Background: an optimization exercise with open tools, aiming at small area. Do not read the settings as production practice. Only simulation tests tie the RTL to the original design; equivalence was not proved. Power and IR drop assume default switching activity.

File: flow/design.v
module register_file #(
    parameter int WIDTH = 32,
    parameter int ADDR  = 5
) (
    input  logic             clk,
    input  logic             reset,
    input  logic             RegWr,
    input  logic [ADDR-1:0]  Rw,
    input  logic [ADDR-1:0]  Ra,
    input  logic [ADDR-1:0]  Rb,
    input  logic [WIDTH-1:0] busW,
    output logic [WIDTH-1:0] busA,
    output logic [WIDTH-1:0] busB
);
    localparam int DEPTH = 2 ** ADDR;
    logic [WIDTH-1:0] regs [1:DEPTH-1];
    always_ff @(posedge clk or posedge reset) begin
        if (reset) begin
            for (int i = 1; i < DEPTH; i++) begin
                regs[i] <= '0;
            end
        end else if (RegWr && (Rw != '0)) begin
            regs[Rw] <= busW;
        end
    end
    always_comb begin
        busA = '0;
        busB = '0;
        if (Ra != '0) busA = regs[Ra];
        if (Rb != '0) busB = regs[Rb];
    end
endmodule
File: flow/run.sh
#!/bin/bash
# synth_recipe.tcl (not shown) runs the flow's synth.tcl, then flattens the netlist and writes it again
# the make line also repeats each setting of config.mk as NAME=value (left out here)
make -C /OpenROAD-flow-scripts/flow DESIGN_CONFIG=/design/flow/config.mk WORK_HOME=/design/flow/orfs CLKGATE_MAP_FILE= SYNTH_SCRIPT=/design/flow/synth_recipe.tcl finish
File: flow/config.mk
export PLATFORM = sky130hd
export DESIGN_NAME = register_file
export DESIGN_NICKNAME = register_file
export VERILOG_FILES = /design/flow/design.v
export SDC_FILE = /design/flow/constraint.sdc
export NUM_CORES = 4
export LEC_CHECK = 0
export CAP_MARGIN = 20
export CORE_MARGIN = 2
export CORE_UTILIZATION = 35
export SETUP_SLACK_MARGIN = 0.4
export SLEW_MARGIN = 20
File: flow/constraint.sdc
create_clock -name core_clock -period 6.0 [get_ports {clk}]
set_input_delay 1.2000 -clock core_clock [delete_from_list [all_inputs] [get_ports {clk}]]
set_output_delay 1.2000 -clock core_clock [all_outputs]
set_load 0.01 [all_outputs]
==> results of run 1 <==
[power groups by stage]
stage	Sequential, µW	Clock [µW]	Combinational [µW]
2_1_floorplan	8810	0	1810
3_3_place_gp	9390	0	2740
3_5_place_dp	9400	0	2810
4_1_cts	9300	7490	2860
5_1_grt	9490	7770	3060
6_report	9430	7460	2910
[cells in the final DEF, fill, tap and decap left out, types with 20 or more instances in the layout]
cell type,synthesis,routed
a2111oi_0,112,44
a2111oi_1,5,36
a2111oi_2,8,38
a22oi_1,630,623
and2_2,0,20
and2_4,1,27
and3_1,379,377
buf_12,0,56
buf_4,2,284
clkbuf_16,0,113
clkbuf_8,0,20
clkdlybuf4s50_1,0,76
dfrtp_1,992,992
dlymetal6s2s_1,0,21
mux2_1,22,22
mux2_2,977,977
nand2_1,74,62
nand3_1,170,166
nand4_1,118,118
nor2_4,0,20
or4_1,60,42
[logic make-up (layout without fill, tap and decap cells)]
group           Yosys count  after routing  share of synthesized area [%]
compound gates          820            820                           12.8
flops                   992            992                           49.4
buf+inv                 471            674                           3.92
mux                    1007           1007                           22.6
other cells               0             14                              0
simple gates            957            959                           11.3
[stage by stage]
stage | instances | worst slack [ps] | setup TNS (ps)
2_1_floorplan | 4247 | -8870 | -8795410
3_3_place_gp | 6122 | -248 | -5170
3_5_place_dp | 6123 | -79.7 | -79.7
4_1_cts | 6342 | 286 | 0
5_1_grt | 6357 | 250 | 0
6_report | 6369 | 311 | 0
[synthesized netlist by cell type (6+ instances only)]
cell type and instances:
o21ai_0 6, nand2_1 74, nor3b_1 17, a2111oi_0 112, nor3_1 15, a2111oi_2 8, nand3b_1 9, nor2_1 23
buf_2 77, or4_1 60, a222oi_1 17, and2_1 45, dfrtp_1 992, nand2b_1 8, buf_6 13, nor2b_1 9
nand4_1 118, and3b_1 8, a22oi_1 630, nand3_1 170, and3_1 379, mux2i_1 8, a22o_1 9, clkbuf_1 325
buf_1 51, a21oi_1 6, a221oi_1 9, mux2_2 977, mux2_1 22
[metal layers]
metal / vias to the layer above / global-route usage, %
li1: 16600 / -
met5: - / 0
met3: 1135 / 13.5
met4: 28 / 22.4
met2: 4047 / 51.6
met1: 23200 / 48.3
[timing repair]
| item | in CTS | in global routing |
|---|---|---|
| setup buffers | 14 | 11 |
| pin swaps | 5 | 6 |
| cloned | 2 | 0 |
| gates resized for setup | 111 | 106 |
| endpoints found under the setup margin | 64 | 56 |
[area by class of cell]
type	instances	share of cell area, %
tap	1903	3.96
clock inverter	52	1.27
clock buffer	151	5.27
inverter	3	0.0250
timing repair buffer	468	7.59
multi-input combinational	2786	40.6
sequential	992	41.3
antenna	14	0.0582
[path summary, 6_finish.rpt]
check                              from            to  slack (ps)  cells past startpoint
min                        regs[23][26]  regs[23][26]         520                      1
max in group asynchronous         reset  regs[10][19]        3710                      4
max                               Rb[1]      busB[29]         310                     12
max reg2reg                regs[28][24]  regs[28][24]        5080                      1
min reg2reg                regs[23][26]  regs[23][26]         520                      1
min in group asynchronous         reset    regs[9][1]         730                      2
==> flow_summary.json, run 1 <==
{
  "peakVddDrop_v": 0.000235,
  "hold_buffers": 0,
  "synth_warnings": 2,
  "syn_inst": 4247,
  "worst_pin_slew_ps": 1190,
  "slew_violations": 0,
  "syn_nets": 4297,
  "portBuffers": 113,
  "yosysTopAreaCell": "dfrtp_1",
  "regMostFlops": "regs",
  "drc": 0,
  "highest_layer": "met5",
  "drtIter0Drc": 8393,
  "cellPowerDensity_nw_per_um2": 329,
  "area_growth_pct": 19.8,
  "yosysSeqAreaShare_pct": 49.4,
  "cts_buffers": 109,
  "ff_latch_area_um2": 24800,
  "critPathTopFamily": "buffers and inverters",
  "via_per_inst": 7.07,
  "crit_buf_inv": 7,
  "cts_tree": "built",
  "m1WireLength_um": 106000,
  "fin_worst_skew_ps": 0,
  "synth_area_um2": 50200,
  "ys_top_cells_by_area": "dfrtp_1, mux2_2, a22oi_1, and3_1, clkbuf_1",
  "first_global_vias": 42800,
  "yosysTopAreaCellShare_pct": 49.4,
  "core.rowCount": 139,
  "layout.nets": 4410,
  "period_needed_ps": 5690,
  "ys_ff_latch": 992,
  "finish.utilization_pct": 42.1,
  "end_kind": "output port",
  "clock_power_share_pct": 37.7,
  "synth_cell_types": 52,
  "internal_power_uw": 13900,
  "path_max_fanout": 30,
  "clock_sinks": 992,
  "reg_top3": "regs x992",
  "fin_area_um2": 60200,
  "seqPwrFrac_pct": 47.6,
  "clk_pin_slew_ps": 60,
  "synth_area_per_cell_um2": 11.8,
  "critical_path_arrival_ps": 4490,
  "insertion_delay_ps": 740,
  "antenna_found_initial": 33,
  "multiInputGateArea_um2": 24400,
  "grt_remaining_overflow": 0,
  "max_stage_delay_ps": 560,
  "dpl-instance-area_um2": 55300,
  "min-delay-path-class": "reg -> reg",
  "swShare_pct": 29.7,
  "comb_power_share_pct": 14.7,
  "core_area_um2": 143000,
  "routabilityCongestion": 0.987,
  "status": "complete, no violations",
  "fmax_mhz": 176,
  "totalWireLength_um": 278000,
  "rsz0062_at_grt": "yes",
  "drt_first_pass_iters": 8,
  "drive_gt1_share_pct": 38.6,
  "die_h_um": 383,
  "dr_wl_met3_um": 38700,
  "ios": 114,
  "vias": 45000,
  "htree_levels": 3,
  "p_total_uw": 19800,
  "leakage_uw": 0.0276,
  "cp.required_ps": 4800,
  "synth-main-ff-cell": "dfrtp_1",
  "synth_edf_count": 0,
  "antenna_left": 0,
  "path_cells": "clkdlybuf4s50_1 -> buf_12 -> buf_16 -> nand3_2 -> buf_4 -> nor2_4 -> buf_6 -> buf_4 -> a22oi_1 -> nand3_1 -> or4_1 -> clkdlybuf4s50_1",
  "fillCellCount": 13600,
  "crit_type": "in -> out",
  "crit_slowest_cell": "clkdlybuf4s50_1",
  "cts_root_buf": "clkbuf_16",
  "p_switching_uw": 5870,
  "wl_met2_um": 113000,
  "cts_max_path_buffers": 3,
  "place_hpwl_um": 175000,
  "wl_per_cell_um": 43.7,
  "hold_ws_ps": 521,
  "grt_max_degree": 148,
  "hold_viol": 0,
  "relSlewSlack_pct": 20.9,
  "async_reset_ff_share_pct": 100,
  "grt_pass1_wl_um": 374000,
  "die_x_um": 383,
  "grt_usage_pct": 36.9,
  "design.die.area_um2": 147000,
  "finalSetupViolCount": 0,
  "initial_utilization_pct": 35.1,
  "start_kind": "input port",
  "min_period_over_period_pct": 94.8,
  "largest_register_ffs": 992,
  "maxCapViolCount": 0
}
==> inputs of run 2 (changes only) <==
==> flow/design.v (replaced) <==
module register_file #(
    parameter int WIDTH = 32,
    parameter int ADDR  = 5
) (
    input  logic             clk,
    input  logic             reset,
    input  logic             RegWr,
    input  logic [ADDR-1:0]  Rw,
    input  logic [ADDR-1:0]  Ra,
    input  logic [ADDR-1:0]  Rb,
    input  logic [WIDTH-1:0] busW,
    output logic [WIDTH-1:0] busA,
    output logic [WIDTH-1:0] busB
);
    localparam int DEPTH = 2 ** ADDR;
    localparam int NG    = (DEPTH - 1) / 3;    
    logic [WIDTH-1:0] regs [1:DEPTH-1];
    logic [DEPTH-1:1] valid;
    logic [DEPTH-1:1] we, wen;
    always_comb begin
        for (int i = 1; i < DEPTH; i++) begin
            we[i]  = RegWr && (Rw == ADDR'(i));
            wen[i] = !we[i];
        end
    end
    always_ff @(posedge clk or posedge reset) begin
        if (reset) valid <= '0;
        else       valid <= valid | we;
    end
    for (genvar i = 1; i < DEPTH; i++) begin : g_row
        logic [WIDTH-1:0] d;
        for (genvar b = 0; b < WIDTH; b++) begin : g_bit
            rf_ao22 u_hold (.a1(regs[i][b]), .a2(wen[i]), .b1(busW[b]), .b2(we[i]), .y(d[b]));
        end
        always_ff @(posedge clk) regs[i] <= d;
    end
    logic [DEPTH-1:1] selA, selB;
    always_comb begin
        for (int i = 1; i < DEPTH; i++) begin
            selA[i] = valid[i] && (Ra == ADDR'(i));
            selB[i] = valid[i] && (Rb == ADDR'(i));
        end
    end
    for (genvar b = 0; b < WIDTH; b++) begin : g_rd
        logic [DEPTH-1:1] c;
        for (genvar i = 1; i < DEPTH; i++) begin : g_c
            assign c[i] = regs[i][b];
        end
        rf_read #(.N(DEPTH - 1)) u_a (.sel(selA), .d(c), .y(busA[b]));
        rf_read #(.N(DEPTH - 1)) u_b (.sel(selB), .d(c), .y(busB[b]));
    end
endmodule
module rf_read #(
    parameter int N = 31
) (
    input  logic [N:1] sel,
    input  logic [N:1] d,
    output logic       y
);
    logic [10:0] t;
    for (genvar g = 0; g < 10; g++) begin : g_aoi
        rf_aoi222 u (.a1(sel[3*g+1]), .a2(d[3*g+1]),
                     .b1(sel[3*g+2]), .b2(d[3*g+2]),
                     .c1(sel[3*g+3]), .c2(d[3*g+3]), .y(t[g]));
    end
    rf_nand2 u_last (.a(sel[31]), .b(d[31]), .y(t[10]));
    logic [2:0] p;
    rf_nand4 u_n0 (.a(t[0]), .b(t[1]), .c(t[2]), .d(t[3]), .y(p[0]));
    rf_nand4 u_n1 (.a(t[4]), .b(t[5]), .c(t[6]), .d(t[7]), .y(p[1]));
    rf_nand3 u_n2 (.a(t[8]), .b(t[9]), .c(t[10]), .y(p[2]));
    rf_or3   u_o  (.a(p[0]), .b(p[1]), .c(p[2]), .y(y));
endmodule
module rf_ao22 (input logic a1, a2, b1, b2, output logic y);
    assign y = (a1 & a2) | (b1 & b2);
endmodule
module rf_aoi222 (input logic a1, a2, b1, b2, c1, c2, output logic y);
    assign y = !((a1 & a2) | (b1 & b2) | (c1 & c2));
endmodule
module rf_nand2 (input logic a, b, output logic y);
    assign y = !(a & b);
endmodule
module rf_nand3 (input logic a, b, c, output logic y);
    assign y = !(a & b & c);
endmodule
module rf_nand4 (input logic a, b, c, d, output logic y);
    assign y = !(a & b & c & d);
endmodule
module rf_or3 (input logic a, b, c, output logic y);
    assign y = a | b | c;
endmodule
--- a/flow/config.mk
+++ b/flow/config.mk
@@ -8,5 +8,5 @@
 export CAP_MARGIN = 20
 export CORE_MARGIN = 2
-export CORE_UTILIZATION = 35
-export SETUP_SLACK_MARGIN = 0.4
+export CORE_UTILIZATION = 55
 export SLEW_MARGIN = 20
+export SYNTH_HIERARCHICAL = 1
==> flow_summary.json, run 2 <==
{
  "portBuffers": 113,
  "yosysTopAreaCellShare_pct": 51.1,
  "async_reset_ff_share_pct": 3.03,
  "drtIter0Drc": 10200,
  "core_area_um2": 70000,
  "cp.required_ps": 4800,
  "area_growth_pct": 19.7,
  "grt_pass1_wl_um": 259000,
  "finish.utilization_pct": 66.5,
  "crit_type": "in -> out",
  "routabilityCongestion": 0.944,
  "hold_viol": 0,
  "place_hpwl_um": 103000,
  "totalWireLength_um": 183000,
  "regMostFlops": "regs",
  "htree_levels": 3,
  "path_max_fanout": 32,
  "drive_gt1_share_pct": 10.8,
  "stdcell_count": 4593,
  "initial_utilization_pct": 55.5,
  "comb_power_share_pct": 13.0,
  "grt_max_degree": 33,
  "drt_first_pass_iters": 15,
  "seqPwrFrac_pct": 50.5,
  "antenna_found_initial": 11,
  "fmax_mhz": 164,
  "fillCellCount": 5331,
  "so_faults": "setup timing",
  "cts_root_buf": "clkbuf_16",
  "clock_power_share_pct": 36.5,
  "grt_remaining_overflow": 0,
  "fin_worst_skew_ps": 0,
  "antenna_left": 0,
  "finalSetupViolCount": 3,
  "synth_area_um2": 38900,
  "drc": 0,
  "final_cell_mix": "a22o_1, dfxtp_1, a222oi_1",
  "min_period_over_period_pct": 101,
  "rsz0062_at_grt": "no",
  "r2r_slack_ps": 5290,
  "status": "failed layout checks",
  "worst_pin_slew_ps": 1330,
  "dpl-instance-area_um2": 42900,
  "maxCapViolCount": 0,
  "setup_slack_ps": -87.7,
  "syn_nets": 3260,
  "design.die.area_um2": 72900,
  "swShare_pct": 26.6,
  "end_kind": "output port",
  "leakage_uw": 0.0178,
  "p_switching_uw": 4880,
  "cts_max_path_buffers": 3,
  "syn_inst": 3210,
  "grt_usage_pct": 47.5,
  "tns_ps": -201,
  "start_kind": "input port",
  "yosys-top-cells-count": "a22o_1, dfxtp_1, a222oi_1",
  "die_x_um": 270,
  "internal_power_uw": 13500,
  "synth_edf_count": 0,
  "peakVddDrop_v": 0.000287,
  "slew_violations": 0,
  "via_per_inst": 8.68,
  "wl_per_cell_um": 39.8,
  "first_global_vias": 38400,
  "cellPowerDensity_nw_per_um2": 395,
  "cts_tree": "built",
  "layout.nets": 3614,
  "min-delay-path-class": "reg -> reg",
  "dp_cells": 4393,
  "vias": 39900,
  "ys_ff_latch": 1023,
  "insertion_delay_ps": 660,
  "synth-main-ff-cell": "dfxtp_1",
  "synth_area_per_cell_um2": 12.1,
  "largest_register_ffs": 992,
  "ios": 114,
  "reg_top3": "regs x992, valid x31",
  "yosysSeqAreaShare_pct": 53.1,
  "fin_area_um2": 46600,
  "yosysTopAreaCell": "dfxtp_1",
  "critical_path_arrival_ps": 4890,
  "clock_sinks": 1023,
  "core.rowCount": 97,
  "clk_pin_slew_ps": 60,
  "die_h_um": 270,
  "period_needed_ps": 6090,
  "relSlewSlack_pct": 10.9,
  "synth_warnings": 9,
  "cts_buffers": 103,
  "p_total_uw": 18400,
  "ys_top_cells_by_area": "dfxtp_1, a22o_1, a222oi_1, nand4_1, dfrtp_1",
  "synth_cell_types": 34
}
run 2: cell types whose count changed after synthesis, sizes merged, moves of 319 or more:
cell | before | now
and3 | 379 | 60
a22o | 9 | 992
dfrtp | 992 | 31
mux2 | 999 | 0
dfxtp | 0 | 992
a222oi | 17 | 640
a22oi | 630 | 0
run 2: per-module statistics from Yosys, one instance, submodules excluded, a selection:
module / area, µm² / copies in the design / cells / flip-flops and latches
register_file: 22000 / 1 / 1258 / 1023
rf_aoi222: 10.0 / 640 / 1 / 0
rf_ao22: 8.76 / 992 / 1 / 0
rf_nand4: 6.26 / 128 / 1 / 0
rf_or3: 6.26 / 64 / 1 / 0
rf_nand3: 5.00 / 64 / 1 / 0
rf_nand2: 3.75 / 64 / 1 / 0
run 2: final cells by class:
class | instances | area, µm² | area share (%)
Antenna cell | 5 | 12.5 | 0.0269
Clock buffer | 150 | 3090 | 6.64
Clock inverter | 39 | 438 | 0.941
Inverter | 1 | 3.75 | 0.00806
Multi-Input combinational cell | 2162 | 18400 | 39.6
Sequential cell | 1023 | 20600 | 44.3
Tap cell | 940 | 1180 | 2.53
Timing Repair Buffer | 273 | 2770 | 5.95
run 2: cells by family after synthesis:
| kind of cell | count (synthesis) | synth area share (%) |
|---|---|---|
| simple gates | 499 | 7.21 |
| compound gates | 1663 | 39.4 |
| buf+inv | 25 | 0.322 |
| flops | 1023 | 53.1 |
run 2: stage by stage:
step	hold slack, ps	setup WS (ps)
2_1_floorplan	433	549
3_3_place_gp	451	248
3_5_place_dp	454	268
4_1_cts	468	225
5_1_grt	486	34.5
6_report	468	-87.7
run 2: routing by layer:
| metal | GRT usage [%] | routed length [µm] | share of wire, % |
|---|---|---|---|
| met2 | 65.9 | 72600 | 40 |
| met4 | 36.0 | 16200 | 8.8 |
| met3 | 18.9 | 31000 | 17 |
| met5 | 0 | 28 | 0.015 |
| met1 | 58.9 | 62800 | 34 |
run 2: critical path: stages:
cell and delay, ps:
clkdlybuf4s50_1 550, and2_1 290, and3_1 210, buf_4 310, a222oi_1 480, nand4_1 690
or3_1 620, clkdlybuf4s50_1 510
run 2: power groups by stage:
stage               Combinational [µW]  Clock (µW)  Sequential [µW]
global placement                  2230           0             9220
finish                            2400        6720             9280
CTS                               2330        6690             9210
detailed placement                2320           0             9330
floorplan                         1580           0             9030
global route                      2500        7000             9410
run 2: timing repair:
item,CTS,global route
buffers inserted,0,0
endpoints found under the setup margin,0,2
hold buffers,0,0
resized for setup,0,2
run 2: path summary, 6_finish.rpt:
path	startpoint	to	cells past startpoint
max	Rb[2]	busB[25]	8
min	valid[19]	valid[19]	1
max reg2reg	regs[7][24]	regs[7][24]	1
min reg2reg	valid[19]	valid[19]	1
max in group asynchronous	reset	valid[8]	3
min in group asynchronous	reset	valid[3]	3
==> inputs of run 3 (changes only) <==
==> flow/flow/run.sh (new file) <==
#!/bin/bash
# The standard layout (standard.sh, which runs ORFS and writes out/final.def)
# with three changes: the port buffers are the smallest buffer, clock tree
# synthesis inserts no dummy loads, and after global routing the resizer
# downsizes gates on paths with positive slack.
set -uo pipefail
export BUFFER_PORTS_ARGS="-buffer_cell sky130_fd_sc_hd__buf_1"
export CTS_ARGS="-sink_clustering_enable -repair_clock_nets -dont_use_dummy_load"
export RECOVER_POWER=100
bash standard.sh finish > standard_make.log 2>&1
==> flow/standard.sh (new file) <==
#!/bin/bash
# synth_recipe.tcl (not shown) runs the flow's synth.tcl, then flattens the netlist and writes it again
# the make line also repeats each setting of config.mk as NAME=value (left out here)
make -C /OpenROAD-flow-scripts/flow DESIGN_CONFIG=/design/flow/config.mk WORK_HOME=/design/flow/orfs CLKGATE_MAP_FILE= SYNTH_SCRIPT=/design/flow/synth_recipe.tcl "${@:-finish}"
--- a/flow/config.mk
+++ b/flow/config.mk
@@ -8,5 +8,5 @@
 export CAP_MARGIN = 20
 export CORE_MARGIN = 2
-export CORE_UTILIZATION = 55
+export CORE_UTILIZATION = 45
 export SLEW_MARGIN = 20
 export SYNTH_HIERARCHICAL = 1
removed: flow/run.sh
==> flow_summary.json, run 3 <==
{
  "leakage_uw": 0.0170,
  "drc": 0,
  "reg_top3": "regs x992, valid x31",
  "grt_remaining_overflow": 0,
  "dpl-instance-area_um2": 42300,
  "ff2ff_path_depth": 1,
  "totalWireLength_um": 193000,
  "crit_start": "Rb[4]",
  "reg2reg_to": "regs[12][21]",
  "antenna_found_initial": 9,
  "fin_area_um2": 44700,
  "syn_nets": 3260,
  "cts_root_buf": "clkbuf_16",
  "tns_ps": 0,
  "synth_warnings": 9,
  "so_faults": "capacitance limit, slew limit",
  "finalSetupViolCount": 0,
  "dp_cells": 4612,
  "maxCapViolCount": 37,
  "cts_buffers": 106,
  "async_reset_ff_share_pct": 3.03,
  "cp.required_ps": 4800,
  "wl_per_cell_um": 40.9,
  "vias": 40000,
  "end_kind": "output port",
  "die_x_um": 298,
  "synth_cell_types": 34,
  "r2r-start": "regs[12][21]",
  "hold_buffers": 0,
  "period_needed_ps": 5780,
  "synth_edf_count": 0,
  "htree_levels": 3,
  "synth_area_per_cell_um2": 12.1,
  "yosys-top-cells-count": "a22o_1, dfxtp_1, a222oi_1",
  "grt_usage_pct": 41.2,
  "yosysTopAreaCell": "dfxtp_1",
  "die_h_um": 298,
  "yosysTopAreaCellShare_pct": 51.1,
  "cts_max_path_buffers": 3,
  "slew_violations": 969,
  "stdcell_count": 4726,
  "regMostFlops": "regs",
  "relSlewSlack_pct": -133,
  "peakVddDrop_v": 0.000292,
  "cellPowerDensity_nw_per_um2": 384,
  "cts_tree": "built",
  "area_growth_pct": 15.0,
  "synth-main-ff-cell": "dfxtp_1",
  "ios": 114,
  "portBuffers": 113,
  "syn_inst": 3210,
  "start_kind": "input port",
  "final_cell_mix": "a22o_1, dfxtp_1, a222oi_1",
  "fmax_mhz": 173,
  "crit_type": "in -> out",
  "ys_ff_latch": 1023,
  "initial_utilization_pct": 45.5,
  "cp-endpoint": "busB[23]",
  "core.rowCount": 107,
  "grt_pass1_wl_um": 271000,
  "drtIter0Drc": 9875,
  "post-cts-setup-buffer-count": 0,
  "hold_ws_ps": 463,
  "insertion_delay_ps": 660,
  "design.die.area_um2": 88800,
  "routabilityCongestion": 0.933,
  "min_period_over_period_pct": 96.3,
  "first_global_vias": 38700,
  "ys_top_cells_by_area": "dfxtp_1, a22o_1, a222oi_1, nand4_1, dfrtp_1",
  "antenna_left": 0,
  "largest_register_ffs": 992,
  "clock_sinks": 1023,
  "status": "failed layout checks",
  "via_per_inst": 8.46,
  "worst_pin_slew_ps": 3480,
  "clk_pin_slew_ps": 50,
  "grt_max_degree": 33,
  "r2r_slack_ps": 5280,
  "synth_area_um2": 38900,
  "layout.nets": 3630,
  "core_area_um2": 85400,
  "drt_first_pass_iters": 14,
  "place_hpwl_um": 111000,
  "critical_path_arrival_ps": 4580,
  "path_max_fanout": 26,
  "yosysSeqAreaShare_pct": 53.1,
  "rsz0062_at_grt": "no",
  "min-delay-path-class": "reg -> reg",
  "hold_viol": 0,
  "fin_worst_skew_ps": 0,
  "post_cts_resized": 0,
  "drive_gt1_share_pct": 7.94
}
[run 3: metrics by stage]
stage | total power (µW) | utilization (%) | setup slack, ps
final | 17200 | 52.4 | 220
after global routing | 17700 | 52.4 | 255
after CTS | 17100 | 52.7 | 726
after detailed placement | 11500 | 49.5 | 736
after global placement | 11400 | 49.4 | 763
after floorplan | 10600 | - | 549
[run 3: worst min-delay path by stage]
stage | start | cells after the start | end | slack [ps]
finish | valid[31] | 1 | valid[31] | 460
global route | valid[28] | 1 | valid[28] | 490
CTS | valid[31] | 1 | valid[31] | 460
detailed placement | valid[31] | 1 | valid[31] | 450
global placement | valid[19] | 1 | valid[19] | 450
floorplan | valid[10] | 1 | valid[10] | 430
[run 3: cell type report]
type                       count  area, µm²
timing repair buffer         286       1720
sequential                  1023      20600
fill                        7482      40700
inverter                       1       3.75
clock buffer                 106       2650
antenna                        4       10.0
tap                         1144       1430
multi-input combinational   2162      18300
[run 3: per-module statistics from Yosys (local to each module, per instance), excerpt]
module | flip-flops and latches | copies in the design | cell area (µm²) | cells inside
rf_or3 | 0 | 64 | 6.26 | 1
rf_ao22 | 0 | 992 | 8.76 | 1
rf_nand4 | 0 | 128 | 6.26 | 1
register_file | 1023 | 1 | 22000 | 1258
rf_nand3 | 0 | 64 | 5.00 | 1
rf_nand2 | 0 | 64 | 3.75 | 1
rf_aoi222 | 0 | 640 | 10.0 | 1
[run 3: kinds of logic (layout without fill, tap and decap cells)]
family / Yosys count / count (layout) / share of synthesized area (%)
AND/OR/NAND/NOR: 499 / 499 / 7.21
other: 0 / 4 / 0
flip-flops: 1023 / 1023 / 53.1
AO/OA/AOI/OAI: 1663 / 1663 / 39.4
buffers and inverters: 25 / 393 / 0.322
[run 3: critical path, cell delays in order]
cell	delay [ps]
clkbuf_1	230
and3b_1	260
and3_1	320
clkbuf_2	640
a222oi_1	560
nand4_1	560
or3_1	620
buf_1	170
[run 3: where the power goes]
part / leakage, µW / internal (µW) / switching [µW]
Clock: 0.00131 / 3070 / 2570
Sequential: 0.00861 / 8170 / 1120
Combinational: 0.00706 / 1300 / 968
Total: 0.0170 / 12500 / 4650
[run 3: metal layers]
metal | vias to the layer above | global-route usage [%] | routed length (µm)
li1 | 15500 | - | -
met1 | 19600 | 52.4 | 69100
met2 | 3898 | 57.6 | 77700
met3 | 943 | 14.4 | 30100
met4 | 19 | 29.4 | 16100
met5 | - | 1.62 | 286
==> inputs of run 4 (changes only) <==
==> flow/flow/run.sh (replaced) <==
#!/bin/bash
# The standard layout (standard.sh, which runs ORFS and writes out/final.def)
# with these changes: the port buffers are the smallest buffer; clock tree
# synthesis uses clkbuf_8 for clusters of at most 12 flip-flops within 60 um
# and inserts no dummy loads; after global routing the resizer downsizes gates
# on paths with positive slack. ORFS writes each step's log under orfs/logs/.
set -uo pipefail
export BUFFER_PORTS_ARGS="-buffer_cell sky130_fd_sc_hd__buf_1"
export CTS_ARGS="-sink_clustering_enable -repair_clock_nets -dont_use_dummy_load -buf_list sky130_fd_sc_hd__clkbuf_8 -sink_clustering_size 12 -sink_clustering_max_diameter 60"
export RECOVER_POWER=100
bash standard.sh finish > standard_make.log 2>&1
--- a/flow/config.mk
+++ b/flow/config.mk
@@ -9,4 +9,5 @@
 export CORE_MARGIN = 2
 export CORE_UTILIZATION = 45
+export PLACE_DENSITY = 0.55
 export SLEW_MARGIN = 20
 export SYNTH_HIERARCHICAL = 1
==> flow_summary.json, run 4 <==
{
  "htree_levels": 3,
  "hold_ws_ps": 467,
  "clk_pin_slew_ps": 60,
  "vias": 39900,
  "die_x_um": 298,
  "worst_pin_slew_ps": 3360,
  "finalSetupViolCount": 0,
  "design.die.area_um2": 88800,
  "max_stage_delay_ps": 890,
  "path_cells": "clkbuf_1 -> nor3b_1 -> and3_2 -> clkbuf_1 -> a222oi_1 -> nand4_1 -> or3_1 -> buf_1",
  "layout.nets": 3599,
  "wl_per_cell_um": 42.9,
  "so_faults": "capacitance limit, slew limit",
  "drtIter0Drc": 9005,
  "fin_worst_skew_ps": 0,
  "p_switching_uw": 4490,
  "yosysSeqAreaShare_pct": 53.1,
  "async_reset_ff_share_pct": 3.03,
  "slew_violations": 973,
  "path_max_fanout": 18,
  "ys_ff_latch": 1023,
  "syn_inst": 3210,
  "internal_power_uw": 10900,
  "stdcell_count": 4697,
  "comb_power_share_pct": 14.8,
  "core.rowCount": 107,
  "dp_slack_ps": 678,
  "yosysTopAreaCellShare_pct": 51.1,
  "ff2ff_path_depth": 1,
  "tns_ps": 0,
  "ios": 114,
  "fillCellCount": 7692,
  "antenna_found_initial": 10,
  "insertion_delay_ps": 740,
  "maxCapViolCount": 39,
  "reg2reg_to": "regs[26][4]",
  "period_needed_ps": 5660,
  "crit_slowest_cell": "and3_2",
  "synth_edf_count": 0,
  "reg_top3": "regs x992, valid x31",
  "hold_viol": 0,
  "synth_area_per_cell_um2": 12.1,
  "crit_start": "Ra[1]",
  "hold_buffers": 0,
  "final_cell_mix": "a22o_1, dfxtp_1, a222oi_1",
  "p_total_uw": 15400,
  "hp-start": "valid[31]",
  "initial_utilization_pct": 45.5,
  "synth_area_um2": 38900,
  "cts_max_path_buffers": 3,
  "portBuffers": 113,
  "cts_root_buf": "clkbuf_8",
  "synth_cell_types": 34,
  "min-delay-path-class": "reg -> reg",
  "r2r_slack_ps": 5280,
  "grt_max_degree": 33,
  "area_growth_pct": 11.7,
  "syn_nets": 3260,
  "yosys-top-cells-count": "a22o_1, dfxtp_1, a222oi_1",
  "post_cts_resized": 0,
  "swShare_pct": 29.1,
  "ys_top_cells_by_area": "dfxtp_1, a22o_1, a222oi_1, nand4_1, dfrtp_1",
  "antenna_left": 0,
  "drt_first_pass_iters": 13,
  "grt_usage_pct": 42.9,
  "end_kind": "output port",
  "leakage_uw": 0.0163,
  "dp_cells": 4587,
  "totalWireLength_um": 202000,
  "path_common_cell": "clkbuf_1",
  "synth-main-ff-cell": "dfxtp_1",
  "fmax_mhz": 177,
  "cts_buffers": 101,
  "die_h_um": 298,
  "routabilityCongestion": 0.937,
  "relSlewSlack_pct": -125,
  "via_per_inst": 8.49,
  "cp-endpoint": "busA[28]",
  "r2r-start": "regs[26][4]",
  "regMostFlops": "regs",
  "drc": 0,
  "core_area_um2": 85400,
  "cellPowerDensity_nw_per_um2": 355,
  "cp.required_ps": 4800,
  "rsz0062_at_grt": "no",
  "setup_slack_ps": 339,
  "grt_pass1_wl_um": 279000,
  "cts_tree": "built",
  "min_period_over_period_pct": 94.3,
  "largest_register_ffs": 992,
  "drive_gt1_share_pct": 8.82,
  "critical_path_arrival_ps": 4460,
  "first_global_vias": 38400,
  "status": "failed layout checks",
  "synth_warnings": 9,
  "seqPwrFrac_pct": 60.1,
  "yosysTopAreaCell": "dfxtp_1",
  "post-cts-setup-buffer-count": 0,
  "crit_type": "in -> out",
  "start_kind": "input port",
  "clock_sinks": 1023,
  "grt_remaining_overflow": 0,
  "peakVddDrop_v": 0.000207,
  "clock_power_share_pct": 25.2,
  "place_hpwl_um": 113000
}
==> run 4: per-stage QoR <==
stage                     instance area (µm²)  util, %
final                                   43400     50.8
after floorplan                         38900        -
after global routing                    43400     50.8
after CTS                               43600     51.0
after global placement                  42100     49.2
after detailed placement                42200     49.4
==> run 4: worst max-delay path: cells and delay by family <==
kind,cells,cell delay [ps]
buffers and inverters,3,1290
AND/OR/NAND/NOR,4,1810
AO/OA/AOI/OAI,1,150
==> run 4: power by group through the flow <==
stage | Combinational [µW] | Clock [µW] | Sequential, µW
2_1_floorplan | 1580 | 0 | 9030
3_3_place_gp | 2140 | 0 | 9260
6_report | 2280 | 3880 | 9270
3_5_place_dp | 2220 | 0 | 9340
5_1_grt | 2380 | 4120 | 9400
4_1_cts | 2230 | 3890 | 9200
==> run 4: Yosys stat by module (local to each module, per instance), a selection <==
module,flops+latches,cell area [µm²],cells inside
register_file,1023,22000,1258
rf_aoi222,0,10.0,1
rf_ao22,0,8.76,1
rf_nand4,0,6.26,1
rf_or3,0,6.26,1
rf_nand3,0,5.00,1
rf_nand2,0,3.75,1
==> run 4: cells by family after synthesis <==
| kind of cell | synth area share, % |
|---|---|
| flip-flops | 53.1 |
| AO/OA/AOI/OAI | 39.4 |
| AND/OR/NAND/NOR | 7.21 |
| buffers and inverters | 0.322 |
==> run 4: how the worst min path moves through the flow <==
stage	to	slack, ps	cells past startpoint
floorplan	valid[10]	430	1
global placement	valid[19]	450	1
detailed placement	valid[31]	450	1
CTS	valid[31]	460	1
global route	valid[20]	490	1
finish	valid[31]	470	1
==> run 4: final cells by class <==
cell class / instances / area [µm²] / share of cell area [%]
timing repair buffer: 260 / 1590 / 3.66
multi-input combinational: 2162 / 18400 / 42.3
sequential: 1023 / 20600 / 47.5
clock buffer: 101 / 1390 / 3.20
tap: 1144 / 1430 / 3.30
antenna: 6 / 15.0 / 0.0346
inverter: 1 / 3.75 / 0.00864
==> run 4: layer usage <==
| layer | vias to the layer above | track usage [%] | part of all wire [%] |
|---|---|---|---|
| met5 | - | 0.487 | 0.062 |
| met4 | 14 | 31.4 | 8.2 |
| met1 | 19700 | 54.9 | 37 |
| met3 | 902 | 13.2 | 14 |
| met2 | 3802 | 60.9 | 41 |
| li1 | 15400 | - | - |
==> inputs of run 5 (changes only) <==
==> flow/flow/run.sh (replaced) <==
#!/bin/bash
# The standard layout (standard.sh, which runs ORFS and writes out/final.def)
# with two changes: the port buffers are the smallest buffer, and clock tree
# synthesis uses clkbuf_8 for clusters of at most 12 flip-flops within 60 um
# and inserts no dummy loads. ORFS writes each step's log under orfs/logs/;
# make's own output goes to standard_make.log.
set -uo pipefail
export BUFFER_PORTS_ARGS="-buffer_cell sky130_fd_sc_hd__buf_1"
export CTS_ARGS="-sink_clustering_enable -repair_clock_nets -dont_use_dummy_load -buf_list sky130_fd_sc_hd__clkbuf_8 -sink_clustering_size 12 -sink_clustering_max_diameter 60"
bash standard.sh finish > standard_make.log 2>&1
--- a/flow/config.mk
+++ b/flow/config.mk
@@ -9,5 +9,4 @@
 export CORE_MARGIN = 2
 export CORE_UTILIZATION = 45
-export PLACE_DENSITY = 0.55
 export SLEW_MARGIN = 20
 export SYNTH_HIERARCHICAL = 1
==> flow_summary.json, run 5 <==
{
  "antenna_found_initial": 8,
  "regMostFlops": "regs",
  "hp-start": "valid[31]",
  "core_area_um2": 85400,
  "synth_warnings": 9,
  "hold_viol": 0,
  "yosysTopAreaCell": "dfxtp_1",
  "core.rowCount": 107,
  "cts_tree": "built",
  "layout.nets": 3622,
  "wl_per_cell_um": 40.9,
  "rsz0062_at_grt": "no",
  "worst_pin_slew_ps": 1280,
  "ys_ff_latch": 1023,
  "post-cts-setup-buffer-count": 0,
  "dp_cells": 4612,
  "critical_path_arrival_ps": 4580,
  "cts_buffers": 98,
  "vias": 39800,
  "yosysTopAreaCellShare_pct": 51.1,
  "start_kind": "input port",
  "first_global_vias": 38600,
  "die_x_um": 298,
  "period_needed_ps": 5780,
  "hold_buffers": 0,
  "fin_area_um2": 43800,
  "totalWireLength_um": 193000,
  "htree_levels": 3,
  "die_h_um": 298,
  "finalSetupViolCount": 0,
  "r2r-start": "valid[14]",
  "hold_path_end": "valid[31]",
  "crit_type": "in -> out",
  "yosys-top-cells-count": "a22o_1, dfxtp_1, a222oi_1",
  "antenna_left": 0,
  "dpl-instance-area_um2": 42300,
  "grt_max_degree": 33,
  "leakage_uw": 0.0165,
  "cellPowerDensity_nw_per_um2": 350,
  "grt_usage_pct": 41.1,
  "path_cells": "buf_1 -> nor3b_1 -> and3_1 -> buf_4 -> a222oi_1 -> nand4_1 -> or3_1 -> buf_1",
  "post_cts_resized": 0,
  "grt_pass1_wl_um": 270000,
  "synth_cell_types": 34,
  "cts_root_buf": "clkbuf_8",
  "holdPathStages": 1,
  "ios": 114,
  "r2r_slack_ps": 5290,
  "clk_pin_slew_ps": 70,
  "status": "complete, no violations",
  "min_period_over_period_pct": 96.3,
  "syn_nets": 3260,
  "fin_worst_skew_ps": 0,
  "largest_register_ffs": 992,
  "relSlewSlack_pct": 14.8,
  "drive_gt1_share_pct": 9.36,
  "portBuffers": 113,
  "ys_top_cells_by_area": "dfxtp_1, a22o_1, a222oi_1, nand4_1, dfrtp_1",
  "design.die.area_um2": 88800,
  "grt_remaining_overflow": 0,
  "place_hpwl_um": 111000,
  "insertion_delay_ps": 760,
  "fmax_mhz": 173,
  "maxCapViolCount": 0,
  "syn_inst": 3210,
  "drc": 0,
  "tns_ps": 0,
  "drtIter0Drc": 9272,
  "path_max_fanout": 19,
  "synth-main-ff-cell": "dfxtp_1",
  "synth_area_per_cell_um2": 12.1,
  "max_stage_delay_ps": 630,
  "routabilityCongestion": 0.933,
  "end_kind": "output port",
  "crit_slowest_cell": "or3_1",
  "cp.required_ps": 4800,
  "synth_area_um2": 38900,
  "reg_top3": "regs x992, valid x31",
  "async_reset_ff_share_pct": 3.03,
  "reg2reg_to": "valid[14]",
  "stdcell_count": 4721,
  "synth_edf_count": 0,
  "min-delay-path-class": "reg -> reg",
  "slew_violations": 0,
  "via_per_inst": 8.43,
  "yosysSeqAreaShare_pct": 53.1,
  "path_common_cell": "buf_1",
  "initial_utilization_pct": 45.5,
  "ff2ff_path_depth": 1,
  "drt_first_pass_iters": 15,
  "peakVddDrop_v": 0.000198,
  "final_cell_mix": "a22o_1, dfxtp_1, a222oi_1",
  "cts_max_path_buffers": 3,
  "clock_sinks": 1023,
  "area_growth_pct": 12.6
}
[run 5: cell types whose count changed in the layout (fill, tap and decap cells not counted), sizes merged]
cell	delta
clkbuf	-47
diode	+1
buf	+70
[run 5: per-stage QoR]
stage / setup WS (ps) / total power [µW] / utilization (%) / hold slack [ps]
after floorplan: 549 / 10600 / - / 433
after global placement: 763 / 11400 / 49.4 / 445
after detailed placement: 736 / 11500 / 49.5 / 450
after CTS: 682 / 15200 / 51.1 / 465
after global routing: 254 / 15800 / 51.2 / 498
final: 223 / 15300 / 51.3 / 465
[run 5: worst max path at each step]
stage,start,to,slack (ps),cells after the start
CTS,Ra[1],busA[23],680,8
global route,Ra[1],busA[23],250,8
floorplan,Ra[1],busA[0],550,5
global placement,Ra[1],busA[31],760,8
detailed placement,Ra[1],busA[31],740,8
finish,Ra[1],busA[23],220,8
[run 5: kinds of logic (layout without fill, tap and decap cells)]
| logic type | count (synthesis) | after routing | synth area share [%] |
|---|---|---|---|
| compound gates | 1663 | 1663 | 39.4 |
| buf+inv | 25 | 385 | 0.322 |
| flops | 1023 | 1023 | 53.1 |
| other cells | 0 | 7 | 0 |
| simple gates | 499 | 499 | 7.21 |
[run 5: routing by layer]
metal / track usage (%) / part of all wire (%)
met1: 52.3 / 36
met2: 58.1 / 41
met3: 14.5 / 16
met4: 28.2 / 7.6
met5: 1.08 / 0.076
[run 5: area by class of cell]
class                           instances  area (µm²)
Fill cell                            7537       41600
Clock buffer                           98        1350
Tap cell                             1144        1430
Multi-Input combinational cell       2162       18400
Timing Repair Buffer                  286        1930
Sequential cell                      1023       20600
Inverter                                1        3.75
Antenna cell                            7        17.5
[run 5: where the power goes]
part / internal [µW] / total, µW / switching [µW] / leakage [µW]
logic: 1300 / 2270 / 968 / 0.00722
clock network: 1450 / 3780 / 2330 / 0.000705
registers: 8150 / 9270 / 1120 / 0.00861
total: 10900 / 15300 / 4420 / 0.0165
[run 5: critical path: cells and delay by family]
family                 cells  cell delay, ps
AO/OA/AOI/OAI              1             290
buffers and inverters      3             990
AND/OR/NAND/NOR            4            2050
[run 5: Yosys stat by module (local to each module, per instance), excerpt]
module	area (µm²)	cells	flip-flops and latches	copies in the design
rf_ao22	8.76	1	0	992
register_file	22000	1258	1023	1
rf_or3	6.26	1	0	64
rf_nand2	3.75	1	0	64
rf_nand3	5.00	1	0	64
rf_aoi222	10.0	1	0	640
rf_nand4	6.26	1	0	128
==> inputs of run 6 (changes only) <==
==> flow/flow/run.sh (replaced) <==
#!/bin/bash
# The standard layout (standard.sh, which runs ORFS and writes out/final.def)
# with two changes: the port buffers are the smallest buffer, and clock tree
# synthesis uses clkbuf_8 for clusters of at most 14 flip-flops within 70 um
# and inserts no dummy loads. ORFS writes each step's log under orfs/logs/;
# make's own output goes to standard_make.log.
set -uo pipefail
export BUFFER_PORTS_ARGS="-buffer_cell sky130_fd_sc_hd__buf_1"
export CTS_ARGS="-sink_clustering_enable -repair_clock_nets -dont_use_dummy_load -buf_list sky130_fd_sc_hd__clkbuf_8 -sink_clustering_size 14 -sink_clustering_max_diameter 70"
bash standard.sh finish > standard_make.log 2>&1
--- a/flow/config.mk
+++ b/flow/config.mk
@@ -8,5 +8,5 @@
 export CAP_MARGIN = 20
 export CORE_MARGIN = 2
-export CORE_UTILIZATION = 45
+export CORE_UTILIZATION = 55
 export SLEW_MARGIN = 20
 export SYNTH_HIERARCHICAL = 1
==> flow_summary.json, run 6 <==
{
  "status": "complete, no violations",
  "area_growth_pct": 11.3,
  "hold_buffers": 0,
  "fillCellCount": 5752,
  "antenna_left": 0,
  "end_kind": "output port",
  "p_switching_uw": 4340,
  "synth_warnings": 9,
  "peakVddDrop_v": 0.000243,
  "yosysTopAreaCellShare_pct": 51.1,
  "drtIter0Drc": 10200,
  "die_x_um": 270,
  "post_cts_resized": 0,
  "crit_slowest_cell": "nand4_1",
  "comb_power_share_pct": 15.1,
  "dp_cells": 4395,
  "insertion_delay_ps": 730,
  "path_depth": 8,
  "yosys-top-cells-count": "a22o_1, dfxtp_1, a222oi_1",
  "ys_top_cells_by_area": "dfxtp_1, a22o_1, a222oi_1, nand4_1, dfrtp_1",
  "ff2ff_path_depth": 1,
  "cts_root_buf": "clkbuf_8",
  "leakage_uw": 0.0164,
  "cts_max_path_buffers": 3,
  "routabilityCongestion": 0.978,
  "layout.nets": 3598,
  "grt_usage_pct": 48.4,
  "stdcell_count": 4493,
  "crit_type": "in -> out",
  "totalWireLength_um": 187000,
  "syn_inst": 3210,
  "path_max_fanout": 32,
  "clk_pin_slew_ps": 70,
  "via_per_inst": 8.87,
  "portBuffers": 113,
  "setup_slack_ps": 298,
  "synth-main-ff-cell": "dfxtp_1",
  "initial_utilization_pct": 55.5,
  "min-delay-path-class": "reg -> reg",
  "slew_violations": 0,
  "first_global_vias": 38700,
  "ys_ff_latch": 1023,
  "holdPathStages": 1,
  "reg_top3": "regs x992, valid x31",
  "period_needed_ps": 5700,
  "ios": 114,
  "seqPwrFrac_pct": 61.5,
  "tns_ps": 0,
  "min_period_over_period_pct": 95.0,
  "htree_levels": 3,
  "cts_buffers": 83,
  "cp.required_ps": 4800,
  "swShare_pct": 28.9,
  "cellPowerDensity_nw_per_um2": 347,
  "path_cells": "buf_1 -> nor3b_1 -> and3_1 -> buf_4 -> a222oi_1 -> nand4_1 -> or3_1 -> buf_1",
  "antenna_found_initial": 5,
  "finalSetupViolCount": 0,
  "clock_power_share_pct": 23.4,
  "clock_sinks": 1023,
  "post-cts-setup-buffer-count": 0,
  "place_hpwl_um": 104000,
  "die_h_um": 270,
  "worst_pin_slew_ps": 1360,
  "maxCapViolCount": 0,
  "synth_cell_types": 34,
  "core.rowCount": 97,
  "core_area_um2": 70000,
  "fin_worst_skew_ps": 0,
  "dpl-instance-area_um2": 41900,
  "final_cell_mix": "a22o_1, dfxtp_1, a222oi_1",
  "vias": 39900,
  "largest_register_ffs": 992,
  "critical_path_arrival_ps": 4500,
  "grt_remaining_overflow": 0,
  "syn_nets": 3260,
  "design.die.area_um2": 72900,
  "async_reset_ff_share_pct": 3.03,
  "start_kind": "input port",
  "hold_viol": 0,
  "yosysTopAreaCell": "dfxtp_1",
  "cts_tree": "built",
  "synth_area_um2": 38900,
  "synth_area_per_cell_um2": 12.1,
  "drc": 0,
  "max_stage_delay_ps": 790,
  "drt_first_pass_iters": 14,
  "synth_edf_count": 0,
  "relSlewSlack_pct": 9.39,
  "grt_pass1_wl_um": 263000,
  "path_common_cell": "buf_1",
  "yosysSeqAreaShare_pct": 53.1,
  "drive_gt1_share_pct": 8.88,
  "internal_power_uw": 10700,
  "rsz0062_at_grt": "no",
  "dp_slack_ps": 687,
  "fin_area_um2": 43300,
  "critPathTopFamily": "simple AND/OR/NAND/NOR gates",
  "crit_buf_inv": 3,
  "fmax_mhz": 175,
  "grt_max_degree": 33,
  "regMostFlops": "regs",
  "wl_per_cell_um": 41.6
}
[run 6: worst paths after layout]
| check | slack (ps) | startpoint | end |
|---|---|---|---|
| worst max-delay path | 300 | Ra[1] | busA[6] |
| worst min-delay path | 470 | valid[23] | valid[23] |
| worst max register to register | 5280 | valid[25] | valid[25] |
| worst min register to register | 470 | valid[23] | valid[23] |
| max in group asynchronous | 5020 | reset | valid[15] |
| min in group asynchronous | 600 | reset | valid[9] |
[run 6: cell type report]
class                           count  area, µm²  area share (%)
Inverter                            1       3.75         0.00867
Timing Repair Buffer              277       1890            4.36
Tap cell                          940       1180            2.72
Sequential cell                  1023      20600            47.7
Antenna cell                        7       17.5          0.0405
Multi-Input combinational cell   2162      18400            42.6
Clock buffer                       83       1140            2.64
[run 6: Yosys stat by module (local to each module, per instance), excerpt]
module | cell area, µm² | flops+latches | cells inside | copies in the design
register_file | 22000 | 1023 | 1258 | 1
rf_nand4 | 6.26 | 0 | 1 | 128
rf_nand3 | 5.00 | 0 | 1 | 64
rf_ao22 | 8.76 | 0 | 1 | 992
rf_nand2 | 3.75 | 0 | 1 | 64
rf_or3 | 6.26 | 0 | 1 | 64
rf_aoi222 | 10.0 | 0 | 1 | 640
[run 6: logic make-up (layout without fill, tap and decap cells)]
| family | Yosys count | count (layout) | share of synthesized area [%] |
|---|---|---|---|
| DFF | 1023 | 1023 | 53.1 |
| other | 0 | 7 | 0 |
| AOI/OAI and AO/OA | 1663 | 1663 | 39.4 |
| and+or+nand+nor | 499 | 499 | 7.21 |
| buffers and inverters | 25 | 361 | 0.322 |
[run 6: layer usage]
layer / vias up / GRT usage (%) / routed length (µm)
met5: - / 0.724 / 120
met1: 19300 / 59.9 / 64300
li1: 15400 / - / -
met4: 4 / 37.1 / 17300
met3: 1007 / 18.4 / 31000
met2: 4167 / 67.7 / 74100
[run 6: power groups by stage]
stage               Combinational, µW  Sequential [µW]  Clock, µW
global route                     2370             9390       3720
floorplan                        1580             9030          0
detailed placement               2200             9320          0
global placement                 2110             9210          0
CTS                              2200             9180       3480
finish                           2270             9250       3520
[run 6: metrics by stage]
stage	power (µW)	hold slack [ps]	utilization [%]
floorplan	10600	433	-
global placement	11300	443	59.7
detailed placement	11500	449	59.9
CTS	14900	468	61.5
global route	15500	474	61.8
finish	15000	469	61.8
==> inputs of run 7 (changes only) <==
--- a/flow/config.mk
+++ b/flow/config.mk
@@ -6,7 +6,7 @@
 export NUM_CORES = 4
 export LEC_CHECK = 0
-export CAP_MARGIN = 20
+export CAP_MARGIN = 10
 export CORE_MARGIN = 2
 export CORE_UTILIZATION = 55
-export SLEW_MARGIN = 20
+export SLEW_MARGIN = 10
 export SYNTH_HIERARCHICAL = 1
==> flow_summary.json, run 7 <==
{
  "grt_max_degree": 33,
  "start_kind": "input port",
  "clk_pin_slew_ps": 90,
  "die_h_um": 270,
  "r2r-start": "regs[6][8]",
  "yosysTopAreaCell": "dfxtp_1",
  "ys_ff_latch": 1023,
  "cts_max_path_buffers": 3,
  "tns_ps": 0,
  "synth_cell_types": 34,
  "fin_area_um2": 43000,
  "post_cts_resized": 0,
  "peakVddDrop_v": 0.000257,
  "maxCapViolCount": 0,
  "cts_root_buf": "clkbuf_8",
  "synth_area_per_cell_um2": 12.1,
  "first_global_vias": 38700,
  "ys_top_cells_by_area": "dfxtp_1, a22o_1, a222oi_1, nand4_1, dfrtp_1",
  "routabilityCongestion": 0.978,
  "synth_area_um2": 38900,
  "critical_path_arrival_ps": 4330,
  "grt_remaining_overflow": 0,
  "hold_viol": 0,
  "grt_usage_pct": 48.3,
  "yosysSeqAreaShare_pct": 53.1,
  "drc": 0,
  "leakage_uw": 0.0163,
  "ios": 114,
  "core.rowCount": 97,
  "layout.nets": 3587,
  "initial_utilization_pct": 55.5,
  "cp.required_ps": 4800,
  "slew_violations": 0,
  "relSlewSlack_pct": 7.86,
  "totalWireLength_um": 186000,
  "final_cell_mix": "a22o_1, dfxtp_1, a222oi_1",
  "antenna_found_initial": 6,
  "worst_pin_slew_ps": 1380,
  "crit_start": "Ra[1]",
  "path_max_fanout": 20,
  "vias": 40000,
  "hold_ws_ps": 472,
  "drt_first_pass_iters": 15,
  "area_growth_pct": 10.5,
  "post-cts-setup-buffer-count": 0,
  "end_kind": "output port",
  "place_hpwl_um": 104000,
  "crit_type": "in -> out",
  "r2r_slack_ps": 5290,
  "fillCellCount": 5766,
  "cellPowerDensity_nw_per_um2": 350,
  "drive_gt1_share_pct": 8.54,
  "rsz0062_at_grt": "no",
  "period_needed_ps": 5530,
  "largest_register_ffs": 992,
  "design.die.area_um2": 72900,
  "cts_buffers": 83,
  "wl_per_cell_um": 41.6,
  "hold_buffers": 0,
  "yosysTopAreaCellShare_pct": 51.1,
  "status": "complete, no violations",
  "synth-main-ff-cell": "dfxtp_1",
  "grt_pass1_wl_um": 263000,
  "synth_edf_count": 0,
  "insertion_delay_ps": 730,
  "hp-start": "valid[20]",
  "syn_inst": 3210,
  "cts_tree": "built",
  "regMostFlops": "regs",
  "drtIter0Drc": 9976,
  "yosys-top-cells-count": "a22o_1, dfxtp_1, a222oi_1",
  "clock_sinks": 1023,
  "die_x_um": 270,
  "min-delay-path-class": "reg -> reg",
  "synth_warnings": 9,
  "portBuffers": 113,
  "min_period_over_period_pct": 92.1,
  "fmax_mhz": 181,
  "htree_levels": 3,
  "via_per_inst": 8.93,
  "dpl-instance-area_um2": 41800,
  "reg_top3": "regs x992, valid x31",
  "core_area_um2": 70000,
  "fin_worst_skew_ps": 0,
  "async_reset_ff_share_pct": 3.03,
  "finalSetupViolCount": 0,
  "syn_nets": 3260,
  "antenna_left": 0
}
[run 7: path summary, 6_finish.rpt]
check | end | cells past startpoint
setup / recovery | busA[7] | 8
hold / removal | valid[20] | 1
setup reg to reg | regs[6][8] | 1
hold reg to reg | valid[20] | 1
max in group asynchronous | valid[26] | 3
min in group asynchronous | valid[20] | 3
[run 7: per-module statistics from Yosys, one instance, submodules excluded, a selection]
module	times used	cell area, µm²	flops+latches
rf_ao22	992	8.76	0
rf_nand3	64	5.00	0
rf_aoi222	640	10.0	0
rf_nand2	64	3.75	0
rf_nand4	128	6.26	0
rf_or3	64	6.26	0
register_file	1	22000	1023
[run 7: worst max-delay path: stages]
cell and delay, ps:
buf_1 380, nor3_1 190, and3_1 670, buf_4 440, a222oi_1 400, nand4_1 340, or3_1 520, buf_1 160
[run 7: metrics by stage]
stage	total power [µW]	utilization, %	setup WS [ps]	instances
floorplan	10600	-	549	3210
global placement	11300	59.7	709	4392
detailed placement	11500	59.7	700	4392
CTS	14900	61.4	695	4475
global route	15500	61.4	541	4477
finish	15000	61.4	474	4479
[run 7: cell type report]
type	instances	area [µm²]	share of cell area (%)
repair buffers	266	1600	3.72
flip-flops and latches	1023	20600	48.0
multi-input cells	2162	18400	42.9
well taps	940	1180	2.74
diodes	4	10.0	0.0233
clock buffers	83	1140	2.66
inverters	1	3.75	0.00873
[run 7: kinds of logic after synthesis]
kind of cell	after synthesis	synth area share [%]
AOI/OAI and AO/OA	1663	39.4
DFF	1023	53.1
and+or+nand+nor	499	7.21
buffers and inverters	25	0.322
[run 7: where the power goes]
| group | internal (µW) | total (µW) | switching (µW) | leakage (µW) |
|---|---|---|---|---|
| clock | 1240 | 3520 | 2280 | 0.000597 |
| combinational | 1300 | 2270 | 969 | 0.00706 |
| sequential | 8150 | 9250 | 1100 | 0.00861 |
[run 7: metal layers]
metal | part of all wire, % | global-route usage, % | vias to the layer above | wire length [µm]
met4 | 9.2 | 37.3 | 6 | 17200
met1 | 34 | 59.7 | 19200 | 63500
li1 | - | - | 15400 | -
met2 | 40 | 67.5 | 4242 | 74100
met3 | 17 | 18.6 | 1098 | 31500
met5 | 0.021 | 0.329 | - | 39
==> inputs of run 8 (changes only) <==
==> flow/flow/run.sh (replaced) <==
#!/bin/bash
# The standard layout (standard.sh, which runs ORFS and writes out/final.def)
# with two changes: the port buffers are the smallest buffer, and clock tree
# synthesis uses clkbuf_4 for clusters of at most 8 flip-flops within 50 um
# and inserts no dummy loads. ORFS writes each step's log under orfs/logs/;
# make's own output goes to standard_make.log.
set -uo pipefail
export BUFFER_PORTS_ARGS="-buffer_cell sky130_fd_sc_hd__buf_1"
export CTS_ARGS="-sink_clustering_enable -repair_clock_nets -dont_use_dummy_load -buf_list sky130_fd_sc_hd__clkbuf_4 -sink_clustering_size 8 -sink_clustering_max_diameter 50"
bash standard.sh finish > standard_make.log 2>&1
==> flow_summary.json, run 8 <==
{
  "min-delay-path-class": "in -> async",
  "period_needed_ps": 5560,
  "cts_tree": "built",
  "fin_worst_skew_ps": 0,
  "core.rowCount": 97,
  "worst_pin_slew_ps": 1400,
  "cp.required_ps": 4800,
  "fmax_mhz": 180,
  "insertion_delay_ps": 1050,
  "drt_first_pass_iters": 13,
  "yosysTopAreaCellShare_pct": 51.1,
  "swShare_pct": 29.5,
  "via_per_inst": 8.86,
  "drc": 0,
  "initial_utilization_pct": 55.5,
  "slew_violations": 0,
  "vias": 40300,
  "synth_cell_types": 34,
  "clk_pin_slew_ps": 90,
  "crit_slowest_cell": "and3_1",
  "final_cell_mix": "a22o_1, dfxtp_1, a222oi_1",
  "drtIter0Drc": 10000,
  "yosys-top-cells-count": "a22o_1, dfxtp_1, a222oi_1",
  "reg2reg_to": "regs[4][10]",
  "synth-main-ff-cell": "dfxtp_1",
  "path_cells": "buf_1 -> nor3_1 -> and3_1 -> buf_4 -> a222oi_1 -> nand4_1 -> or3_1 -> buf_1",
  "core_area_um2": 70000,
  "totalWireLength_um": 187000,
  "path_common_cell": "buf_1",
  "fillCellCount": 5817,
  "maxCapViolCount": 0,
  "area_growth_pct": 10.5,
  "syn_inst": 3210,
  "synth_edf_count": 0,
  "end_kind": "output port",
  "grt_max_degree": 33,
  "synth_warnings": 9,
  "cellPowerDensity_nw_per_um2": 350,
  "grt_remaining_overflow": 0,
  "yosysTopAreaCell": "dfxtp_1",
  "tns_ps": 0,
  "comb_power_share_pct": 15.1,
  "clock_power_share_pct": 23.4,
  "synth_area_um2": 38900,
  "die_x_um": 270,
  "async_reset_ff_share_pct": 3.03,
  "post-cts-setup-buffer-count": 0,
  "internal_power_uw": 10600,
  "dp_cells": 4392,
  "ys_top_cells_by_area": "dfxtp_1, a22o_1, a222oi_1, nand4_1, dfrtp_1",
  "max_stage_delay_ps": 670,
  "design.die.area_um2": 72900,
  "grt_pass1_wl_um": 265000,
  "peakVddDrop_v": 0.000246,
  "crit_start": "Ra[1]",
  "die_h_um": 270,
  "reg_top3": "regs x992, valid x31",
  "crit_buf_inv": 3,
  "antenna_left": 0,
  "wl_per_cell_um": 41.1,
  "regMostFlops": "regs",
  "yosysSeqAreaShare_pct": 53.1,
  "seqPwrFrac_pct": 61.5,
  "critical_path_arrival_ps": 4360,
  "routabilityCongestion": 0.978,
  "cts_root_buf": "clkbuf_4",
  "clock_sinks": 1023,
  "path_max_fanout": 20,
  "ios": 114,
  "ys_ff_latch": 1023,
  "place_hpwl_um": 104000,
  "leakage_uw": 0.0164,
  "stdcell_count": 4549,
  "status": "complete, no violations",
  "critPathTopFamily": "simple AND/OR/NAND/NOR gates",
  "hold_viol": 0,
  "layout.nets": 3654,
  "rsz0062_at_grt": "no",
  "syn_nets": 3260,
  "path_depth": 8,
  "grt_usage_pct": 48.8,
  "hold_buffers": 0,
  "cts_buffers": 150,
  "r2r_slack_ps": 5280,
  "relSlewSlack_pct": 6.38,
  "cts_max_path_buffers": 3,
  "finalSetupViolCount": 0,
  "post_cts_resized": 0,
  "p_switching_uw": 4440,
  "r2r-start": "regs[4][10]",
  "start_kind": "input port",
  "drive_gt1_share_pct": 10.2,
  "first_global_vias": 39200,
  "ff2ff_path_depth": 1,
  "largest_register_ffs": 992,
  "htree_levels": 4,
  "antenna_found_initial": 11,
  "portBuffers": 113,
  "min_period_over_period_pct": 92.6,
  "synth_area_per_cell_um2": 12.1,
  "crit_type": "in -> out"
}
run 8: cell counts after synthesis:
No cell type changed its count.
run 8: cells by family (layout without fill, tap and decap cells):
logic type / Yosys count / count (layout) / synth area share [%]
simple gates: 499 / 499 / 7.21
flops: 1023 / 1023 / 53.1
buf+inv: 25 / 417 / 0.322
other cells: 0 / 7 / 0
compound gates: 1663 / 1663 / 39.4
run 8: modules after synthesis (local to each module, per instance), a selection:
| module | cells | cell area (µm²) |
|---|---|---|
| rf_nand2 | 1 | 3.75 |
| rf_nand4 | 1 | 6.26 |
| register_file | 1258 | 22000 |
| rf_aoi222 | 1 | 10.0 |
| rf_ao22 | 1 | 8.76 |
| rf_or3 | 1 | 6.26 |
| rf_nand3 | 1 | 5.00 |
run 8: power by group through the flow:
stage	registers [µW]	clock network [µW]	logic, µW
6_report	9250	3520	2270
5_1_grt	9380	3760	2370
4_1_cts	9180	3490	2200
3_5_place_dp	9320	0	2200
3_3_place_gp	9210	0	2110
2_1_floorplan	9030	0	1580
run 8: worst max path at each step:
stage                     to  slack (ps)
floorplan            busA[0]         550
global placement    busA[27]         710
detailed placement  busA[27]         700
CTS                 busA[27]         710
global route         busA[3]         500
finish              busA[27]         440
run 8: layout make-up:
cell class              instances  area [µm²]  area share, %
clock buffers                 150        1130           2.62
well taps                     940        1180           2.74
multi-input cells            2162       18400           42.9
inverters                       1        3.75        0.00873
repair buffers                266        1600           3.72
flip-flops and latches       1023       20600           48.0
diodes                          7        17.5         0.0408
run 8: worst min-delay path, cell delays in order:
cell	delay (ps)
buf_1	80
inv_1	50
buf_4	400
run 8: stage by stage:
step / hold WS [ps] / worst slack [ps] / total power (µW) / instance area, µm² / util [%]
after CTS: 216 / 711 / 14900 / 43000 / 61.4
final: 243 / 445 / 15000 / 43000 / 61.4
after global placement: 443 / 709 / 11300 / 41800 / 59.7
after global routing: 238 / 502 / 15500 / 43000 / 61.4
after detailed placement: 449 / 700 / 11500 / 41800 / 59.7
after floorplan: 433 / 549 / 10600 / 38900 / -
run 8: layer usage:
metal  share of wire [%]  global-route usage (%)  up-vias
met2                  40                    67.5     4302
met5               0.042                       0        -
met3                  17                    19.9     1159
met1                  34                    59.9    19300
met4                 9.2                    38.4        6
li1                    -                       -    15600

[afterwards: timing with drivers on the ports]
The flow's constraints put no driver on any port. The routed layouts listed below were extracted and timed again, unchanged, in two steps. Step 1 (the two cells are an assumption about what drives the block):
set clk [get_ports {clk}]
set_driving_cell -lib_cell sky130_fd_sc_hd__clkbuf_16 $clk
set_driving_cell -lib_cell sky130_fd_sc_hd__buf_2 [delete_from_list [all_inputs] $clk]
Step 2, shift: input delay + t, output delay - t, t = (earliest + latest rising clock arrival at the registers) / 2. This alone moves slack from input paths to output paths. a / b / c = ideal ports / drivers / drivers and shift; a / b = the first two.
| run | t, ns | slack for setup (ns) | hold WS [ns] | worst register clock-pin slew, ns |
|---|---|---|---|---|
| run 1 | 0.825 | 0.311 / 0.279 / 0.279 | 0.521 / 0.521 / 0.521 | 0.07 / 0.07 |
| run 2 | 0.741 | -0.088 / -0.109 / -0.109 | 0.468 / 0.468 / 0.468 | 0.07 / 0.07 |
| run 3 | 0.746 | 0.220 / 0.196 / 0.196 | 0.463 / 0.463 / 0.463 | 0.07 / 0.07 |
| run 4 | 0.815 | 0.339 / 0.313 / 0.053 | 0.467 / 0.467 / 0.467 | 0.09 / 0.09 |
| run 5 | 0.821 | 0.223 / 0.198 / 0.198 | 0.465 / 0.465 / 0.465 | 0.09 / 0.09 |
| run 6 | 0.782 | 0.298 / 0.267 / 0.267 | 0.469 / 0.469 / 0.469 | 0.10 / 0.10 |
| run 7 | 0.793 | 0.474 / 0.439 / 0.439 | 0.472 / 0.472 / 0.472 | 0.10 / 0.10 |
| run 8 | 1.101 | 0.445 / 0.410 / 0.410 | 0.243 / 0.202 / 0.472 | 0.11 / 0.11 |
The setup slack of run 4, which loses most, moves by -0.026 ns with the drivers and by -0.286 ns with both steps.
